Source: an optimization exercise on an open RTL-to-GDS flow (aim: small area, a short achievable clock period and few clock cycles). Production flows keep margins and buffers that such runs may drop. RTL that was checked went through simulation tests only; none was proved equivalent to the original. Power is estimated from default activity; no workload was simulated.

==> inputs of wip/cedar <==
## cpu_core
module cpu_core (
  input  logic               raw_clk,
  input  logic               button_reset,
  input  logic               prog_we,
  input  cpu6502_pkg::addr_t prog_addr,
  input  cpu6502_pkg::byte_t prog_data,
  output cpu6502_pkg::byte_t reg_a,
  output cpu6502_pkg::byte_t reg_x,
  output cpu6502_pkg::byte_t reg_y,
  output cpu6502_pkg::byte_t status,
  output logic               halted,
  output logic               fault
);
Settings: LEC_CHECK=0, ABC_CLOCK_PERIOD_IN_PS=3500, CAP_MARGIN=20, CELL_PAD_IN_SITES_DETAIL_PLACEMENT=1, CELL_PAD_IN_SITES_GLOBAL_PLACEMENT=2, CORE_MARGIN=2, CORE_UTILIZATION=55, CTS_CLUSTER_DIAMETER=60, CTS_CLUSTER_SIZE=40, PLACE_DENSITY=0.65, SETUP_SLACK_MARGIN=5.0, SLEW_MARGIN=20; clock period 8.0 ns.
run.sh (not shown) runs the stock make flow with config.mk's settings and CLKGATE_MAP_FILE= SYNTH_SCRIPT=/design/flow/synth_recipe.tcl, a recipe that flattens the netlist after the stock synthesis.
==> inputs of wip/onyx, as changes to wip/cedar <==
--- a/flow/design.v
+++ b/flow/design.v
@@ -35,13 +35,14 @@
   input  logic               raw_clk,
   input  logic [15:0]        whi_n,
   input  logic [15:0]        wlo_n,
   input  cpu6502_pkg::byte_t wd,
   input  logic [15:0]        rhi,
   input  logic [63:0]        rlo,
-  output cpu6502_pkg::byte_t rd
+  output cpu6502_pkg::byte_t rd0,
+  output cpu6502_pkg::byte_t rd1
 );
   logic [8*cpu6502_pkg::MEM_BYTES-1:0] mem;
   for (genvar i = 0; i < cpu6502_pkg::MEM_BYTES; i++)
   begin : g_byte
     always_ff @(posedge raw_clk)
     begin
@@ -49,19 +50,23 @@
         mem[8*i +: 8] <= wd;
     end
   end
   always_comb
   begin
     cpu6502_pkg::byte_t row;
-    rd = '0;
+    rd0 = '0;
+    rd1 = '0;
     for (int h = 0; h < 16; h++)
     begin
       row = '0;
       for (int l = 0; l < 16; l++)
         row = row | (mem[8*(16*h+l) +: 8] & {8{rlo[16*(h/4)+l]}});
-      rd = rd | (row & {8{rhi[h]}});
+      if (h < 8)
+        rd0 = rd0 | (row & {8{rhi[h]}});
+      else
+        rd1 = rd1 | (row & {8{rhi[h]}});
     end
   end
 endmodule
 `timescale 1ns/10ps
 module fetch_decode (
   input  cpu6502_pkg::byte_t op,
@@ -200,13 +205,13 @@
       drain_data = drain_data | (sd[i] & {8{drain_oh[i]}});
     end
   end
   always_ff @(posedge raw_clk)
   begin
     for (int i = 0; i < K; i++)
-      mq[i] <= (sa[i] == ld) || (alloc_en && alloc_oh[i] && (la == ld));
+      mq[i] <= (sa[i] == ld) || (sa_en && alloc_oh[i] && (la == ld));
   end
   always_ff @(posedge raw_clk)
   begin
     for (int i = 0; i < K; i++)
     begin
       if (sa_en && alloc_oh[i])
@@ -257,12 +262,13 @@
   output logic               fault
 );
   localparam int K = cpu6502_pkg::SB_SLOTS;
   logic               rs_q;
   logic               wz_q;
   logic [8:0]         hw;
+  logic               f_inc;
   logic               spec_live;
   logic               restart;
   logic               inorder;
   logic               bad;
   logic               flush;
   logic               w_zero;
@@ -296,24 +302,27 @@
   cpu6502_pkg::addr_t r_addr;
   logic [15:0]        r_hi;
   logic [63:0]        r_lo;
   logic               e_valid;
   cpu6502_pkg::addr_t e_addr;
   cpu6502_pkg::byte_t m_q;
+  cpu6502_pkg::byte_t m_alt;
+  logic               m_selz;
+  cpu6502_pkg::byte_t zh0, zh1;
   logic               e_spec;
   logic [K-1:0]       e_tgt;
   logic [K-1:0]       e_inv_m;
   logic               e_sta;
   logic               e_direct;
   cpu6502_pkg::byte_t ra, rx, ry;
   logic               fn, fv, fb, fz, fc;
   logic               halted_i, fault_i;
   logic               pw_v;
   cpu6502_pkg::addr_t pw_a;
   cpu6502_pkg::byte_t pw_d;
-  cpu6502_pkg::byte_t zp_rd;
+  cpu6502_pkg::byte_t zp_rd0, zp_rd1;
   cpu6502_pkg::byte_t zp_val;
   logic [K-1:0]       m_spec;
   logic [K-1:0]       m_comm;
   logic               sb_hit;
   cpu6502_pkg::byte_t sb_data;
   logic [K-1:0]       alloc_oh;
@@ -354,12 +363,13 @@
                    (!bv && w_rst && spec_live && inorder && (w_addr == fpc));
   assign avail   = !w_rst ||
                    (spec_live && (({1'b0, fpc} < hw) || (inorder && (w_addr == fpc))));
   assign byte_f  = (w_en && (w_addr == fpc)) ? w_data : prd;
   logic               bv_n;
   logic               dub_q;
+  assign f_inc = bv ? (consume && avail) : (direct || avail);
   always_comb
   begin
     bv_n = bv;
     if (flush)
       bv_n = 1'b0;
     else if (bv)
@@ -381,13 +391,13 @@
     if (flush)
     begin
       fpc    <= {7'd0, restart && w_zero};
       fpc_hi <= 16'd1;
       fpc_lo <= {62'd0, restart && w_zero, !(restart && w_zero)};
     end
-    else if (bv ? (consume && avail) : (direct || avail))
+    else if (f_inc)
     begin
       bq     <= byte_f;
       fpc    <= fpc + 8'd1;
       if (lo_end && q_end)
         fpc_lo <= {fpc_lo[62:0], fpc_lo[63]};
       else
@@ -411,13 +421,13 @@
     .kind     (dk_kind),
     .two_byte (dk_two),
     .zp       (dk_zp),
     .brk      (dk_brk),
     .illegal  (dk_ill)
   );
-  assign d_stall = d_arg_e && d_sta && w_rst && !free_any;
+  assign d_stall = d_arg_e && d_sta && w_rst && !free_any && !(drain_ok && drain_v);
   assign consume = d_valid && !d_stop_e && !d_stall;
   always_ff @(posedge raw_clk)
   begin
     if (bad)
     begin
       d_arg   <= 1'b0;
@@ -476,14 +486,14 @@
   logic               sel_sb, sel_pw, sel_zp, sel_imm;
   assign pw_hit   = pw_v && (pw_a == r_addr);
   assign sel_sb   = r_zp && sb_hit;
   assign sel_pw   = r_zp && !sb_hit && pw_hit;
   assign sel_zp   = r_zp && !sb_hit && !pw_hit;
   assign sel_imm  = !r_zp;
-  assign zp_val   = (zp_rd & {8{sel_zp}}) | (sb_data & {8{sel_sb}}) |
-                    (pw_d & {8{sel_pw}}) | (r_addr & {8{sel_imm}});
+  assign zp_val   = (sb_data & {8{sel_sb}}) | (pw_d & {8{sel_pw}}) |
+                    (r_addr & {8{sel_imm}});
   assign alloc_en = r_valid && r_sta && w_rst && !(|m_spec) && !flush;
   logic e_ora, e_and, e_eor, e_lda, e_add, e_cmp, e_inv, e_ldx, e_ldy;
   logic e_tax, e_tay, e_txa, e_tya, e_inx, e_iny, e_dex, e_dey, e_clc, e_sec;
   logic e_wa, e_wx, e_wy, e_wc, e_wnz;
   always_ff @(posedge raw_clk)
   begin
@@ -520,13 +530,16 @@
     e_wc    <= v && ((r_kind == cpu6502_pkg::K_ADC) || (r_kind == cpu6502_pkg::K_SBC) ||
                      (r_kind == cpu6502_pkg::K_CMP) || (r_kind == cpu6502_pkg::K_CLC) ||
                      (r_kind == cpu6502_pkg::K_SEC));
     e_wnz   <= v && (r_kind != cpu6502_pkg::K_STA) && (r_kind != cpu6502_pkg::K_CLC) &&
                     (r_kind != cpu6502_pkg::K_SEC) && (r_kind != cpu6502_pkg::K_NOP);
     e_addr  <= r_addr;
-    m_q     <= zp_val;
+    m_alt   <= zp_val;
+    m_selz  <= sel_zp;
+    zh0     <= zp_rd0;
+    zh1     <= zp_rd1;
     e_spec  <= w_rst;
     e_tgt   <= (|m_spec) ? m_spec : alloc_oh;
     e_inv_m <= m_spec | m_comm;
   end
   logic               pw_n;
   cpu6502_pkg::addr_t pw_an;
@@ -551,13 +564,14 @@
     .raw_clk (raw_clk),
     .whi_n   (pw_hi_n),
     .wlo_n   (pw_lo_n),
     .wd      (pw_d),
     .rhi     (r_hi),
     .rlo     (r_lo),
-    .rd      (zp_rd)
+    .rd0     (zp_rd0),
+    .rd1     (zp_rd1)
   );
   op_queue #(.K(K)) sb (
     .raw_clk    (raw_clk),
     .drop       (flush),
     .commit     (!w_rst),
     .ld         (d_byte),
@@ -582,12 +596,13 @@
   logic               cin;
   logic [8:0]         sum;
   cpu6502_pkg::byte_t x_inc, x_dec, y_inc, y_dec;
   cpu6502_pkg::byte_t a_res, x_res, y_res;
   logic               sum_zero;
   logic               c_res, v_res, n_res, z_res;
+  assign m_q = ((zh0 | zh1) & {8{m_selz}}) | (m_alt & {8{!m_selz}});
   always_comb
   begin
     m_alu = e_inv ? ~m_q : m_q;
     cin   = e_cmp || fc;
     sum   = {1'b0, ra} + {1'b0, m_alu} + {8'd0, cin};
     sum_zero = ((ra ^ m_alu) == {ra[6:0] | m_alu[6:0], cin});
@@ -694,39 +709,45 @@
   logic               w_en;
   logic               w_rst;
   logic               rs_n;
   logic               wz_n;
   cpu6502_pkg::addr_t w_addr;
   cpu6502_pkg::byte_t w_data;
+  cpu6502_pkg::byte_t w_wd;
   logic [15:0]        w_hi_n;
   logic [15:0]        w_lo_n;
   logic [15:0]        fpc_hi;
   logic [63:0]        fpc_lo;
   cpu6502_pkg::byte_t prd;
+  cpu6502_pkg::byte_t prd0, prd1;
   always_ff @(posedge raw_clk)
   begin
     w_en    <= prog_we;
     w_addr  <= prog_addr;
     w_data  <= prog_data;
+    if (prog_we)
+      w_wd <= prog_data;
     w_rst   <= !button_reset;
     for (int i = 0; i < 16; i++)
     begin
       w_hi_n[i] <= !(prog_we && (prog_addr[7:4] == i));
       w_lo_n[i] <= !(prog_addr[3:0] == i);
     end
   end
   assign wz_n = prog_we && (prog_addr == 8'h00);
   assign rs_n = !button_reset && (!w_rst || wz_n);
+  assign prd = prd0 | prd1;
   program_rom rom (
     .raw_clk (raw_clk),
     .whi_n   (w_hi_n),
     .wlo_n   (w_lo_n),
-    .wd      (w_data),
+    .wd      (w_wd),
     .rhi     (fpc_hi),
     .rlo     (fpc_lo),
-    .rd      (prd)
+    .rd0     (prd0),
+    .rd1     (prd1)
   );
   execute_unit core (
     .raw_clk  (raw_clk),
     .w_en     (w_en),
     .w_rst    (w_rst),
     .rs_n     (rs_n),
--- a/flow/config.mk
+++ b/flow/config.mk
@@ -11,8 +11,8 @@
 export CELL_PAD_IN_SITES_GLOBAL_PLACEMENT = 2
 export CORE_MARGIN = 2
 export CORE_UTILIZATION = 55
 export CTS_CLUSTER_DIAMETER = 60
 export CTS_CLUSTER_SIZE = 40
 export PLACE_DENSITY = 0.65
-export SETUP_SLACK_MARGIN = 5.0
+export SETUP_SLACK_MARGIN = 4.85
 export SLEW_MARGIN = 20
==> notes <==
Die area is about the same in wip/cedar and wip/onyx. Against wip/onyx, the via count of wip/cedar is higher by 2.1%. In wip/onyx the setup slack is better than in wip/cedar, by 71 ps. Maximum frequency: wip/cedar is smaller than wip/onyx (2.1%). Of wip/onyx and wip/cedar, wip/onyx has the higher clock-buffer cell count (gap 2). In wip/onyx the clock skew is lower than in wip/cedar, by 0.53 ps.
==> figures <==
quantity	wip/onyx	wip/cedar
Status	timing/DRC/antenna clean	timing/DRC/antenna clean
Net switching fraction of the power	0.246	0.248
Number of instances in the synthesized netlist	10,600	10,500
P&R area growth vs syn	10.8%	12.0%
Minimum setup slack after placement	3260 ps	3170 ps
Smallest hold slack	445 ps	475 ps
Effective utilization at floorplan	0.554	0.553
Clock buffer count in the final layout	348	346
Buffering stage count on the worst path with inverters included	1	2
Die span in y	570 um	570 um
Met2 layer wire length in the routed design	277,000 um	284,000 um
TritonRoute pass-1 iters	6	8
Non-filler cells in the finished layout	15,000	15,000
Testbench counts of wip/onyx, summed over its fixed seeds: cycles 27,525.
Only the layout flow was run in wip/cedar; the RTL was not checked for function there.

==> run H <==
cpu_core, a different RTL version from the one above (not shown whole).
clock: 8.0 ns
lec_check: 0
abc_clock_period_in_ps: 3500
cap_margin: 20
cell_pad_in_sites_detail_placement: 1
cell_pad_in_sites_global_placement: 2
core_margin: 2
core_utilization: 30
cts_buf_list: sky130_fd_sc_hd__clkbuf_4 sky130_fd_sc_hd__clkbuf_8
cts_cluster_size: 20
place_density: 0.45
setup_slack_margin: 4.5
slew_margin: 20
==> inputs of run P, as changes to run H <==
--- a/flow/design.v
+++ b/flow/design.v
@@ -31,41 +31,26 @@
   localparam logic [4:0] K_NOP = 5'd20;
 endpackage
 `timescale 1ns/10ps
 module program_rom (
   input  logic               raw_clk,
   input  logic               we,
   input  cpu6502_pkg::addr_t wa,
   input  cpu6502_pkg::byte_t wd,
-  input  logic [15:0]        rhi,
-  input  logic [15:0]        rlo,
+  input  cpu6502_pkg::addr_t ra,
   output cpu6502_pkg::byte_t rd
 );
-  logic [8*cpu6502_pkg::MEM_BYTES-1:0] mem;
-  for (genvar i = 0; i < cpu6502_pkg::MEM_BYTES; i++)
-  begin : g_byte
-    always_ff @(posedge raw_clk)
-    begin
-      if (we && (wa == i))
-        mem[8*i +: 8] <= wd;
-    end
-  end
-  always_comb
+  cpu6502_pkg::byte_t mem [0:cpu6502_pkg::MEM_BYTES-1];
+  always_ff @(posedge raw_clk)
   begin
-    cpu6502_pkg::byte_t row;
-    rd = '0;
-    for (int h = 0; h < 16; h++)
-    begin
-      row = '0;
-      for (int l = 0; l < 16; l++)
-        row = row | (mem[8*(16*h+l) +: 8] & {8{rlo[l]}});
-      rd = rd | (row & {8{rhi[h]}});
-    end
+    if (we)
+      mem[wa] <= wd;
   end
+  assign rd = mem[ra];
 endmodule
 `timescale 1ns/10ps
 module fetch_decode (
   input  cpu6502_pkg::byte_t op,
   output logic [4:0]         kind,
   output logic               two_byte,
   output logic               zp,
   output logic               brk,
@@ -230,41 +215,37 @@
 `timescale 1ns/10ps
 module execute_unit (
   input  logic               raw_clk,
   input  logic               w_en,
   input  logic               w_rst,
   input  logic               w_rst_p,
   input  cpu6502_pkg::addr_t w_addr,
   input  cpu6502_pkg::byte_t w_data,
-  output logic [15:0]        fpc_hi_o,
-  output logic [15:0]        fpc_lo_o,
+  output cpu6502_pkg::addr_t fpc,
   input  cpu6502_pkg::byte_t prd,
   output cpu6502_pkg::byte_t reg_a,
   output cpu6502_pkg::byte_t reg_x,
   output cpu6502_pkg::byte_t reg_y,
   output cpu6502_pkg::byte_t status,
   output logic               halted_i,
   output logic               fault_i
 );
   localparam int K = cpu6502_pkg::SB_SLOTS;
-  cpu6502_pkg::addr_t fpc;
   logic [8:0]         hw;
   logic               spec_live;
   logic               restart;
   logic               inorder;
   logic               bad;
   logic               flush;
   logic               w_zero;
   cpu6502_pkg::byte_t bq;
   logic               bv;
   logic               avail;
   cpu6502_pkg::byte_t byte_f;
-  logic [15:0]        fpc_hi;
-  logic [15:0]        fpc_lo;
   logic [4:0]         dk_kind;
   logic               dk_two;
   logic               dk_zp;
   logic               dk_brk;
   logic               dk_ill;
   logic               d_arg;
   logic [4:0]         d_kind;
   logic               d_zp;
@@ -278,21 +259,19 @@
   cpu6502_pkg::byte_t m_q;
   logic               e_spec;
   logic [K-1:0]       e_tgt;
   logic [K-1:0]       e_inv;
   logic               e_sta;
   logic               e_direct;
   cpu6502_pkg::byte_t ra, rx, ry;
   logic               fn, fv, fb, fz, fc;
-  logic               pw_v;
-  cpu6502_pkg::addr_t pw_a;
-  cpu6502_pkg::byte_t pw_d;
-  logic [15:0]        bq_hi;
-  logic [15:0]        bq_lo;
+  logic               zp_we;
+  cpu6502_pkg::addr_t zp_wa;
+  cpu6502_pkg::byte_t zp_wd;
   cpu6502_pkg::byte_t zp_rd;
   cpu6502_pkg::byte_t zp_val;
   logic [K-1:0]       m_spec;
   logic [K-1:0]       m_comm;
   logic               sb_hit;
   cpu6502_pkg::byte_t sb_data;
   logic [K-1:0]       alloc_oh;
   logic               free_any;
@@ -330,49 +309,42 @@
                   (spec_live && (({1'b0, fpc} < hw) || (inorder && (w_addr == fpc))));
   assign byte_f = (w_en && (w_addr == fpc)) ? w_data : prd;
   always_ff @(posedge raw_clk)
   begin
     if (flush)
     begin
       bq  <= w_data;
       bv  <= restart && w_zero;
-      fpc    <= {7'd0, restart && w_zero};
-      fpc_hi <= 16'd1;
-      fpc_lo <= {14'd0, restart && w_zero, !(restart && w_zero)};
+      fpc <= {7'd0, restart && w_zero};
     end
     else if (!bv || consume)
     begin
       bv <= avail;
       if (avail)
       begin
-        bq     <= byte_f;
-        fpc    <= fpc + 8'd1;
-        fpc_lo <= {fpc_lo[14:0], fpc_lo[15]};
-        if (fpc_lo[15])
-          fpc_hi <= {fpc_hi[14:0], fpc_hi[15]};
+        bq  <= byte_f;
+        fpc <= fpc + 8'd1;
       end
     end
   end
-  assign fpc_hi_o = fpc_hi;
-  assign fpc_lo_o = fpc_lo;
   fetch_decode dec (
     .op       (bq),
     .kind     (dk_kind),
     .two_byte (dk_two),
     .zp       (dk_zp),
     .brk      (dk_brk),
     .illegal  (dk_ill)
   );
-  assign d_stall  = d_arg && d_sta && w_rst && !free_any;
+  assign d_stall  = d_arg && d_sta && w_rst && !(|m_spec) && !free_any;
   assign consume  = bv && !d_stop && !d_stall;
   assign alloc_en = consume && d_arg && d_sta && w_rst && !(|m_spec) && !flush;
   assign e_sta    = e_valid && (e_kind == cpu6502_pkg::K_STA);
   assign e_direct = e_sta && !e_spec;
-  assign zp_val   = sb_hit ? sb_data : ((pw_v && (pw_a == bq)) ? pw_d : zp_rd);
+  assign zp_val   = sb_hit ? sb_data : zp_rd;
   always_ff @(posedge raw_clk)
   begin
     if (flush)
     begin
       d_arg   <= 1'b0;
       d_stop  <= 1'b0;
       e_valid <= 1'b0;
     end
@@ -410,37 +382,25 @@
           e_spec  <= w_rst;
           e_tgt   <= (|m_spec) ? m_spec : alloc_oh;
           e_inv   <= m_spec | m_comm;
         end
       end
     end
   end
   assign drain_ok = !e_direct;
-  always_ff @(posedge raw_clk)
-  begin
-    pw_v <= e_direct ? !flush : drain_v;
-    pw_a <= e_direct ? e_addr : drain_addr;
-    pw_d <= e_direct ? ra : drain_data;
-  end
-  always_comb
-  begin
-    for (int i = 0; i < 16; i++)
-    begin
-      bq_hi[i] = (bq[7:4] == i);
-      bq_lo[i] = (bq[3:0] == i);
-    end
-  end
+  assign zp_we    = e_direct ? !flush : drain_v;
+  assign zp_wa    = e_direct ? e_addr : drain_addr;
+  assign zp_wd    = e_direct ? ra : drain_data;
   program_rom zp (
     .raw_clk (raw_clk),
-    .we      (pw_v),
-    .wa      (pw_a),
-    .wd      (pw_d),
-    .rhi     (bq_hi),
-    .rlo     (bq_lo),
+    .we      (zp_we),
+    .wa      (zp_wa),
+    .wd      (zp_wd),
+    .ra      (bq),
     .rd      (zp_rd)
   );
   op_queue #(.K(K)) sb (
     .raw_clk    (raw_clk),
     .drop       (flush),
     .commit     (!w_rst),
     .la         (bq),
     .m_spec     (m_spec),
@@ -458,24 +418,21 @@
     .drain_addr (drain_addr),
     .drain_data (drain_data)
   );
   cpu6502_pkg::byte_t m_alu;
   logic               cin;
   logic [8:0]         sum;
   cpu6502_pkg::byte_t a_nxt, x_nxt, y_nxt, nz_src;
   logic               c_nxt, v_nxt, nz_upd;
-  logic               sum_zero;
-  logic               z_nxt;
   always_comb
   begin
     m_alu = ((e_kind == cpu6502_pkg::K_SBC) || (e_kind == cpu6502_pkg::K_CMP)) ? ~m_q : m_q;
     cin   = (e_kind == cpu6502_pkg::K_CMP) ? 1'b1 : fc;
     sum   = {1'b0, ra} + {1'b0, m_alu} + {8'd0, cin};
-    sum_zero = ((ra ^ m_alu) == {ra[6:0] | m_alu[6:0], cin});
     a_nxt  = ra;
     x_nxt  = rx;
     y_nxt  = ry;
     c_nxt  = fc;
     v_nxt  = fv;
     nz_upd = 1'b1;
     case (e_kind)
       cpu6502_pkg::K_ORA: a_nxt = ra | m_q;
@@ -506,20 +463,16 @@
     case (e_kind)
       cpu6502_pkg::K_LDX, cpu6502_pkg::K_TAX,
       cpu6502_pkg::K_INX, cpu6502_pkg::K_DEX: nz_src = x_nxt;
       cpu6502_pkg::K_LDY, cpu6502_pkg::K_TAY,
       cpu6502_pkg::K_INY, cpu6502_pkg::K_DEY: nz_src = y_nxt;
       cpu6502_pkg::K_CMP: nz_src = sum[7:0];
       default: nz_src = a_nxt;
     endcase
-    case (e_kind)
-      cpu6502_pkg::K_ADC, cpu6502_pkg::K_SBC, cpu6502_pkg::K_CMP: z_nxt = sum_zero;
-      default: z_nxt = (nz_src == 8'd0);
-    endcase
   end
   always_ff @(posedge raw_clk)
   begin
     if (flush)
     begin
       ra       <= '0;
       rx       <= '0;
       ry       <= '0;
@@ -538,17 +491,17 @@
         ra <= a_nxt;
         rx <= x_nxt;
         ry <= y_nxt;
         fc <= c_nxt;
         fv <= v_nxt;
         if (nz_upd)
         begin
           fn <= nz_src[7];
-          fz <= z_nxt;
+          fz <= (nz_src == 8'd0);
         end
       end
       if (consume && !d_arg && dk_brk)
       begin
         fb       <= 1'b1;
         halted_i <= 1'b1;
       end
       if (consume && !d_arg && dk_ill)
@@ -571,20 +524,17 @@
   output logic               fault
 );
   logic               w_en;
   logic               w_rst;
   logic               w_rst_p;
   cpu6502_pkg::addr_t w_addr;
   cpu6502_pkg::byte_t w_data;
   logic               out_en;
-  cpu6502_pkg::byte_t o_a, o_x, o_y, o_st;
-  logic               o_halt, o_fault;
-  logic [15:0]        fpc_hi;
-  logic [15:0]        fpc_lo;
+  cpu6502_pkg::addr_t fpc;
   cpu6502_pkg::byte_t prd;
   cpu6502_pkg::byte_t a_i, x_i, y_i, st_i;
   logic               halted_i, fault_i;
   always_ff @(posedge raw_clk)
   begin
     w_en    <= prog_we;
     w_addr  <= prog_addr;
     w_data  <= prog_data;
@@ -592,57 +542,34 @@
     w_rst_p <= w_rst;
     out_en  <= button_reset;
   end
   program_rom rom (
     .raw_clk (raw_clk),
     .we      (w_en),
     .wa      (w_addr),
     .wd      (w_data),
-    .rhi     (fpc_hi),
-    .rlo     (fpc_lo),
+    .ra      (fpc),
     .rd      (prd)
   );
   execute_unit core (
     .raw_clk  (raw_clk),
     .w_en     (w_en),
     .w_rst    (w_rst),
     .w_rst_p  (w_rst_p),
     .w_addr   (w_addr),
     .w_data   (w_data),
-    .fpc_hi_o (fpc_hi),
-    .fpc_lo_o (fpc_lo),
+    .fpc      (fpc),
     .prd      (prd),
     .reg_a    (a_i),
     .reg_x    (x_i),
     .reg_y    (y_i),
     .status   (st_i),
     .halted_i (halted_i),
     .fault_i  (fault_i)
   );
-  always_ff @(posedge raw_clk)
-  begin
-    if (!button_reset || !out_en)
-    begin
-      o_a     <= '0;
-      o_x     <= '0;
-      o_y     <= '0;
-      o_st    <= '0;
-      o_halt  <= 1'b0;
-      o_fault <= 1'b0;
-    end
-    else
-    begin
-      o_a     <= a_i;
-      o_x     <= x_i;
-      o_y     <= y_i;
-      o_st    <= st_i;
-      o_halt  <= halted_i;
-      o_fault <= fault_i;
-    end
-  end
-  assign reg_a  = o_a;
-  assign reg_x  = o_x;
-  assign reg_y  = o_y;
-  assign status = o_st;
-  assign halted = o_halt;
-  assign fault  = o_fault;
+  assign reg_a  = a_i  & {8{out_en}};
+  assign reg_x  = x_i  & {8{out_en}};
+  assign reg_y  = y_i  & {8{out_en}};
+  assign status = st_i & {8{out_en}};
+  assign halted = halted_i & out_en;
+  assign fault  = fault_i & out_en;
 endmodule
Settings changed: ABC_CLOCK_PERIOD_IN_PS 3500 to unset, CTS_BUF_LIST sky130_fd_sc_hd__clkbuf_4 sky130_fd_sc_hd__clkbuf_8 to unset, CTS_CLUSTER_SIZE 20 to unset, SETUP_SLACK_MARGIN 4.5 to unset.
==> inputs of run E, as changes to run H <==
--- a/flow/design.v
+++ b/flow/design.v
@@ -31,41 +31,26 @@
   localparam logic [4:0] K_NOP = 5'd20;
 endpackage
 `timescale 1ns/10ps
 module program_rom (
   input  logic               raw_clk,
   input  logic               we,
   input  cpu6502_pkg::addr_t wa,
   input  cpu6502_pkg::byte_t wd,
-  input  logic [15:0]        rhi,
-  input  logic [15:0]        rlo,
+  input  cpu6502_pkg::addr_t ra,
   output cpu6502_pkg::byte_t rd
 );
-  logic [8*cpu6502_pkg::MEM_BYTES-1:0] mem;
-  for (genvar i = 0; i < cpu6502_pkg::MEM_BYTES; i++)
-  begin : g_byte
-    always_ff @(posedge raw_clk)
-    begin
-      if (we && (wa == i))
-        mem[8*i +: 8] <= wd;
-    end
-  end
-  always_comb
+  cpu6502_pkg::byte_t mem [0:cpu6502_pkg::MEM_BYTES-1];
+  always_ff @(posedge raw_clk)
   begin
-    cpu6502_pkg::byte_t row;
-    rd = '0;
-    for (int h = 0; h < 16; h++)
-    begin
-      row = '0;
-      for (int l = 0; l < 16; l++)
-        row = row | (mem[8*(16*h+l) +: 8] & {8{rlo[l]}});
-      rd = rd | (row & {8{rhi[h]}});
-    end
+    if (we)
+      mem[wa] <= wd;
   end
+  assign rd = mem[ra];
 endmodule
 `timescale 1ns/10ps
 module fetch_decode (
   input  cpu6502_pkg::byte_t op,
   output logic [4:0]         kind,
   output logic               two_byte,
   output logic               zp,
   output logic               brk,
@@ -230,41 +215,37 @@
 `timescale 1ns/10ps
 module execute_unit (
   input  logic               raw_clk,
   input  logic               w_en,
   input  logic               w_rst,
   input  logic               w_rst_p,
   input  cpu6502_pkg::addr_t w_addr,
   input  cpu6502_pkg::byte_t w_data,
-  output logic [15:0]        fpc_hi_o,
-  output logic [15:0]        fpc_lo_o,
+  output cpu6502_pkg::addr_t fpc,
   input  cpu6502_pkg::byte_t prd,
   output cpu6502_pkg::byte_t reg_a,
   output cpu6502_pkg::byte_t reg_x,
   output cpu6502_pkg::byte_t reg_y,
   output cpu6502_pkg::byte_t status,
   output logic               halted_i,
   output logic               fault_i
 );
   localparam int K = cpu6502_pkg::SB_SLOTS;
-  cpu6502_pkg::addr_t fpc;
   logic [8:0]         hw;
   logic               spec_live;
   logic               restart;
   logic               inorder;
   logic               bad;
   logic               flush;
   logic               w_zero;
   cpu6502_pkg::byte_t bq;
   logic               bv;
   logic               avail;
   cpu6502_pkg::byte_t byte_f;
-  logic [15:0]        fpc_hi;
-  logic [15:0]        fpc_lo;
   logic [4:0]         dk_kind;
   logic               dk_two;
   logic               dk_zp;
   logic               dk_brk;
   logic               dk_ill;
   logic               d_arg;
   logic [4:0]         d_kind;
   logic               d_zp;
@@ -278,21 +259,19 @@
   cpu6502_pkg::byte_t m_q;
   logic               e_spec;
   logic [K-1:0]       e_tgt;
   logic [K-1:0]       e_inv;
   logic               e_sta;
   logic               e_direct;
   cpu6502_pkg::byte_t ra, rx, ry;
   logic               fn, fv, fb, fz, fc;
-  logic               pw_v;
-  cpu6502_pkg::addr_t pw_a;
-  cpu6502_pkg::byte_t pw_d;
-  logic [15:0]        bq_hi;
-  logic [15:0]        bq_lo;
+  logic               zp_we;
+  cpu6502_pkg::addr_t zp_wa;
+  cpu6502_pkg::byte_t zp_wd;
   cpu6502_pkg::byte_t zp_rd;
   cpu6502_pkg::byte_t zp_val;
   logic [K-1:0]       m_spec;
   logic [K-1:0]       m_comm;
   logic               sb_hit;
   cpu6502_pkg::byte_t sb_data;
   logic [K-1:0]       alloc_oh;
   logic               free_any;
@@ -330,49 +309,42 @@
                   (spec_live && (({1'b0, fpc} < hw) || (inorder && (w_addr == fpc))));
   assign byte_f = (w_en && (w_addr == fpc)) ? w_data : prd;
   always_ff @(posedge raw_clk)
   begin
     if (flush)
     begin
       bq  <= w_data;
       bv  <= restart && w_zero;
-      fpc    <= {7'd0, restart && w_zero};
-      fpc_hi <= 16'd1;
-      fpc_lo <= {14'd0, restart && w_zero, !(restart && w_zero)};
+      fpc <= {7'd0, restart && w_zero};
     end
     else if (!bv || consume)
     begin
       bv <= avail;
       if (avail)
       begin
-        bq     <= byte_f;
-        fpc    <= fpc + 8'd1;
-        fpc_lo <= {fpc_lo[14:0], fpc_lo[15]};
-        if (fpc_lo[15])
-          fpc_hi <= {fpc_hi[14:0], fpc_hi[15]};
+        bq  <= byte_f;
+        fpc <= fpc + 8'd1;
       end
     end
   end
-  assign fpc_hi_o = fpc_hi;
-  assign fpc_lo_o = fpc_lo;
   fetch_decode dec (
     .op       (bq),
     .kind     (dk_kind),
     .two_byte (dk_two),
     .zp       (dk_zp),
     .brk      (dk_brk),
     .illegal  (dk_ill)
   );
-  assign d_stall  = d_arg && d_sta && w_rst && !free_any;
+  assign d_stall  = d_arg && d_sta && w_rst && !(|m_spec) && !free_any;
   assign consume  = bv && !d_stop && !d_stall;
   assign alloc_en = consume && d_arg && d_sta && w_rst && !(|m_spec) && !flush;
   assign e_sta    = e_valid && (e_kind == cpu6502_pkg::K_STA);
   assign e_direct = e_sta && !e_spec;
-  assign zp_val   = sb_hit ? sb_data : ((pw_v && (pw_a == bq)) ? pw_d : zp_rd);
+  assign zp_val   = sb_hit ? sb_data : zp_rd;
   always_ff @(posedge raw_clk)
   begin
     if (flush)
     begin
       d_arg   <= 1'b0;
       d_stop  <= 1'b0;
       e_valid <= 1'b0;
     end
@@ -410,37 +382,25 @@
           e_spec  <= w_rst;
           e_tgt   <= (|m_spec) ? m_spec : alloc_oh;
           e_inv   <= m_spec | m_comm;
         end
       end
     end
   end
   assign drain_ok = !e_direct;
-  always_ff @(posedge raw_clk)
-  begin
-    pw_v <= e_direct ? !flush : drain_v;
-    pw_a <= e_direct ? e_addr : drain_addr;
-    pw_d <= e_direct ? ra : drain_data;
-  end
-  always_comb
-  begin
-    for (int i = 0; i < 16; i++)
-    begin
-      bq_hi[i] = (bq[7:4] == i);
-      bq_lo[i] = (bq[3:0] == i);
-    end
-  end
+  assign zp_we    = e_direct ? !flush : drain_v;
+  assign zp_wa    = e_direct ? e_addr : drain_addr;
+  assign zp_wd    = e_direct ? ra : drain_data;
   program_rom zp (
     .raw_clk (raw_clk),
-    .we      (pw_v),
-    .wa      (pw_a),
-    .wd      (pw_d),
-    .rhi     (bq_hi),
-    .rlo     (bq_lo),
+    .we      (zp_we),
+    .wa      (zp_wa),
+    .wd      (zp_wd),
+    .ra      (bq),
     .rd      (zp_rd)
   );
   op_queue #(.K(K)) sb (
     .raw_clk    (raw_clk),
     .drop       (flush),
     .commit     (!w_rst),
     .la         (bq),
     .m_spec     (m_spec),
@@ -458,24 +418,21 @@
     .drain_addr (drain_addr),
     .drain_data (drain_data)
   );
   cpu6502_pkg::byte_t m_alu;
   logic               cin;
   logic [8:0]         sum;
   cpu6502_pkg::byte_t a_nxt, x_nxt, y_nxt, nz_src;
   logic               c_nxt, v_nxt, nz_upd;
-  logic               sum_zero;
-  logic               z_nxt;
   always_comb
   begin
     m_alu = ((e_kind == cpu6502_pkg::K_SBC) || (e_kind == cpu6502_pkg::K_CMP)) ? ~m_q : m_q;
     cin   = (e_kind == cpu6502_pkg::K_CMP) ? 1'b1 : fc;
     sum   = {1'b0, ra} + {1'b0, m_alu} + {8'd0, cin};
-    sum_zero = ((ra ^ m_alu) == {ra[6:0] | m_alu[6:0], cin});
     a_nxt  = ra;
     x_nxt  = rx;
     y_nxt  = ry;
     c_nxt  = fc;
     v_nxt  = fv;
     nz_upd = 1'b1;
     case (e_kind)
       cpu6502_pkg::K_ORA: a_nxt = ra | m_q;
@@ -506,20 +463,16 @@
     case (e_kind)
       cpu6502_pkg::K_LDX, cpu6502_pkg::K_TAX,
       cpu6502_pkg::K_INX, cpu6502_pkg::K_DEX: nz_src = x_nxt;
       cpu6502_pkg::K_LDY, cpu6502_pkg::K_TAY,
       cpu6502_pkg::K_INY, cpu6502_pkg::K_DEY: nz_src = y_nxt;
       cpu6502_pkg::K_CMP: nz_src = sum[7:0];
       default: nz_src = a_nxt;
     endcase
-    case (e_kind)
-      cpu6502_pkg::K_ADC, cpu6502_pkg::K_SBC, cpu6502_pkg::K_CMP: z_nxt = sum_zero;
-      default: z_nxt = (nz_src == 8'd0);
-    endcase
   end
   always_ff @(posedge raw_clk)
   begin
     if (flush)
     begin
       ra       <= '0;
       rx       <= '0;
       ry       <= '0;
@@ -538,17 +491,17 @@
         ra <= a_nxt;
         rx <= x_nxt;
         ry <= y_nxt;
         fc <= c_nxt;
         fv <= v_nxt;
         if (nz_upd)
         begin
           fn <= nz_src[7];
-          fz <= z_nxt;
+          fz <= (nz_src == 8'd0);
         end
       end
       if (consume && !d_arg && dk_brk)
       begin
         fb       <= 1'b1;
         halted_i <= 1'b1;
       end
       if (consume && !d_arg && dk_ill)
@@ -571,20 +524,17 @@
   output logic               fault
 );
   logic               w_en;
   logic               w_rst;
   logic               w_rst_p;
   cpu6502_pkg::addr_t w_addr;
   cpu6502_pkg::byte_t w_data;
   logic               out_en;
-  cpu6502_pkg::byte_t o_a, o_x, o_y, o_st;
-  logic               o_halt, o_fault;
-  logic [15:0]        fpc_hi;
-  logic [15:0]        fpc_lo;
+  cpu6502_pkg::addr_t fpc;
   cpu6502_pkg::byte_t prd;
   cpu6502_pkg::byte_t a_i, x_i, y_i, st_i;
   logic               halted_i, fault_i;
   always_ff @(posedge raw_clk)
   begin
     w_en    <= prog_we;
     w_addr  <= prog_addr;
     w_data  <= prog_data;
@@ -592,57 +542,34 @@
     w_rst_p <= w_rst;
     out_en  <= button_reset;
   end
   program_rom rom (
     .raw_clk (raw_clk),
     .we      (w_en),
     .wa      (w_addr),
     .wd      (w_data),
-    .rhi     (fpc_hi),
-    .rlo     (fpc_lo),
+    .ra      (fpc),
     .rd      (prd)
   );
   execute_unit core (
     .raw_clk  (raw_clk),
     .w_en     (w_en),
     .w_rst    (w_rst),
     .w_rst_p  (w_rst_p),
     .w_addr   (w_addr),
     .w_data   (w_data),
-    .fpc_hi_o (fpc_hi),
-    .fpc_lo_o (fpc_lo),
+    .fpc      (fpc),
     .prd      (prd),
     .reg_a    (a_i),
     .reg_x    (x_i),
     .reg_y    (y_i),
     .status   (st_i),
     .halted_i (halted_i),
     .fault_i  (fault_i)
   );
-  always_ff @(posedge raw_clk)
-  begin
-    if (!button_reset || !out_en)
-    begin
-      o_a     <= '0;
-      o_x     <= '0;
-      o_y     <= '0;
-      o_st    <= '0;
-      o_halt  <= 1'b0;
-      o_fault <= 1'b0;
-    end
-    else
-    begin
-      o_a     <= a_i;
-      o_x     <= x_i;
-      o_y     <= y_i;
-      o_st    <= st_i;
-      o_halt  <= halted_i;
-      o_fault <= fault_i;
-    end
-  end
-  assign reg_a  = o_a;
-  assign reg_x  = o_x;
-  assign reg_y  = o_y;
-  assign status = o_st;
-  assign halted = o_halt;
-  assign fault  = o_fault;
+  assign reg_a  = a_i  & {8{out_en}};
+  assign reg_x  = x_i  & {8{out_en}};
+  assign reg_y  = y_i  & {8{out_en}};
+  assign status = st_i & {8{out_en}};
+  assign halted = halted_i & out_en;
+  assign fault  = fault_i & out_en;
 endmodule
Settings changed: CTS_BUF_LIST sky130_fd_sc_hd__clkbuf_4 sky130_fd_sc_hd__clkbuf_8 to unset, CTS_CLUSTER_SIZE 20 to unset.
==> inputs of run G, as changes to run H <==
Settings changed: CTS_BUF_LIST sky130_fd_sc_hd__clkbuf_4 sky130_fd_sc_hd__clkbuf_8 to unset, CTS_CLUSTER_SIZE 20 to unset.
==> run summary <==
* Global routing met3 resource utilization at 0.04360
* Total wire length after detailed routing at 854.4 mm
* Switching share of total power at 0.2730
* Final weighted congestion in routability-driven placement at 0.8658
* Count of plain and timing-repair buffers at 1020
* Synthesized-area fraction occupied by adder cells at 0.004174
* Clock distribution power at 24.5 mW
* Mean instance size in the synthesized netlist at roughly 17 um2
* DP Wirelength at 510.6 mm
* Worst setup timing slack at the placement stage at 1.856 ns
* Area fraction in compound gates after synthesis at 0.1290
* Run status: complete, no violations
* Total length of routed met3 wires at between 50 and 60 mm
* Worst Slack Setup Final at 3.726 ns
* Num Clock Sinks at 4536
* Sequential Power at 26.2 mW
* Simple-gate area share of the yosys netlist at 0.04949
* GRT Total Usage at 0.2847
* Tightest Pin Transition at 1.411 ns
* Clock insertion delay at the later pin of the skew report at 1.08 ns
* Part of the total power dissipated in the clock network at 0.422
* Multi-input logic portion of the cell area at 0.1843
the above is filed under run G

==> run summary <==
* Sequential Power at about 26 mW
* Yosys reg bits at about 4500
* Switching share of total power at 0.2838
* Run status: complete, no violations
* Total wire length after detailed routing at between 800 and 900 mm
* Clock distribution power at 22.2 mW
* Mean instance size in the synthesized netlist at 16.86 um2
* Num Clock Sinks at about 4500
* Global routing met3 resource utilization at 0.04454
* Clock insertion delay at the later pin of the skew report at 1.35 ns
* Multi-input logic portion of the cell area at 0.1848
* Worst Slack Setup Final at 3.753 ns
* Final weighted congestion in routability-driven placement at 0.8658
* Part of the total power dissipated in the clock network at 0.398
* Simple-gate area share of the yosys netlist at 0.04949
* Total power density per cell area at roughly 270 nW/um2
* Total length of routed met3 wires at 58.85 mm
* Synthesized-area fraction occupied by adder cells at 0.004174
* Tightest Pin Transition at about 1.3 ns
* Count of plain and timing-repair buffers at around 960
* DP Wirelength at slightly above 500 mm
the above is filed under run H

==> run summary <==
* Synthesized-area fraction occupied by adder cells at 0.003267
* Final weighted congestion in routability-driven placement at 0.8040
* Sequential Power at 25.9 mW
* GRT Total Usage at 0.2196
* Worst setup timing slack at the placement stage at 1.766 ns
* Tightest Pin Transition at approximately 1.2 ns
* Multi-input logic portion of the cell area at 0.2193
* Total length of routed met3 wires at 28.24 mm
* Clock insertion delay at the later pin of the skew report at 1.06 ns
* Total wire length after detailed routing at 684.9 mm
* Run status: complete, no violations
* Mean instance size in the synthesized netlist at 19.42 um2
* Part of the total power dissipated in the clock network at 0.363
* Area fraction in compound gates after synthesis at 0.03890
* Global routing met3 resource utilization at 0.02402
* Num Clock Sinks at between 4000 and 5000
* DP Wirelength at 409.7 mm
the above is filed under run E

==> run summary <==
* Num Clock Sinks at 4465
* Worst Slack Setup Final at 2.373 ns
* GRT Total Usage at 0.2067
* Simple-gate area share of the yosys netlist at 0.04566
* Synthesized-area fraction occupied by adder cells at 0.003267
* Tightest Pin Transition at roughly 1.1 ns
* Mean instance size in the synthesized netlist at about 19 um2
* Multi-input logic portion of the cell area at 0.2107
* Area fraction in compound gates after synthesis at 0.03890
* Clock distribution power at about 24 mW
* Global routing met3 resource utilization at 0.02302
* Count of plain and timing-repair buffers at 388
* Sequential Power at about 26 mW
* Worst setup timing slack at the placement stage at 2.396 ns
* Clock insertion delay at the later pin of the skew report at between 1 and 1.5 ns
* Part of the total power dissipated in the clock network at 0.388
* Run status: complete, no violations
* Total wire length after detailed routing at 634.0 mm
* Final weighted congestion in routability-driven placement at approximately 0.8
* Total length of routed met3 wires at around 24 mm
* Switching share of total power at 0.2866
the above is filed under run P

Testbench counts of run P, summed over its fixed seeds: cycles 27,512.
Testbench counts of run E, summed over its fixed seeds: cycles 27,512.
No functional check of the RTL was part of run H and run G.

[static timing again, ports no longer ideal]
The results above use ideal ports. As a check the final layouts listed here were re-extracted and re-timed, cells and wires unchanged. Step 1, drivers: a clkbuf_16 drives raw_clk and a buf_2 each remaining input, both assumed. Step 2 adds t to the input delays and takes it off the output delays; t is the mean of the earliest and latest rising clock arrival at the registers after step 1. Input paths then give back, and output paths get back, about the clock's delay inside the block. Slacks: ideal ports / drivers / drivers and shift; pairs: ideal ports / drivers.
run | t (ns) | slack for setup (ns) | pins driven straight from the clock port
wip/cedar | 1.063 | 4.627 / 4.627 / 4.240 | 1
wip/onyx | 1.060 | 4.698 / 4.698 / 4.258 | 1
run H | 1.421 | 3.753 / 3.753 / 3.753 | 1
run P | 1.147 | 2.373 / 2.373 / 2.373 | 1
run E | 1.151 | 4.199 / 4.199 / 4.199 | 1
run G | 1.175 | 3.726 / 3.726 / 3.726 | 1
After both steps every run listed still meets setup and hold. For wip/onyx, which loses most, drivers alone change the setup slack by 0.000 ns; drivers and shift together by -0.440 ns.
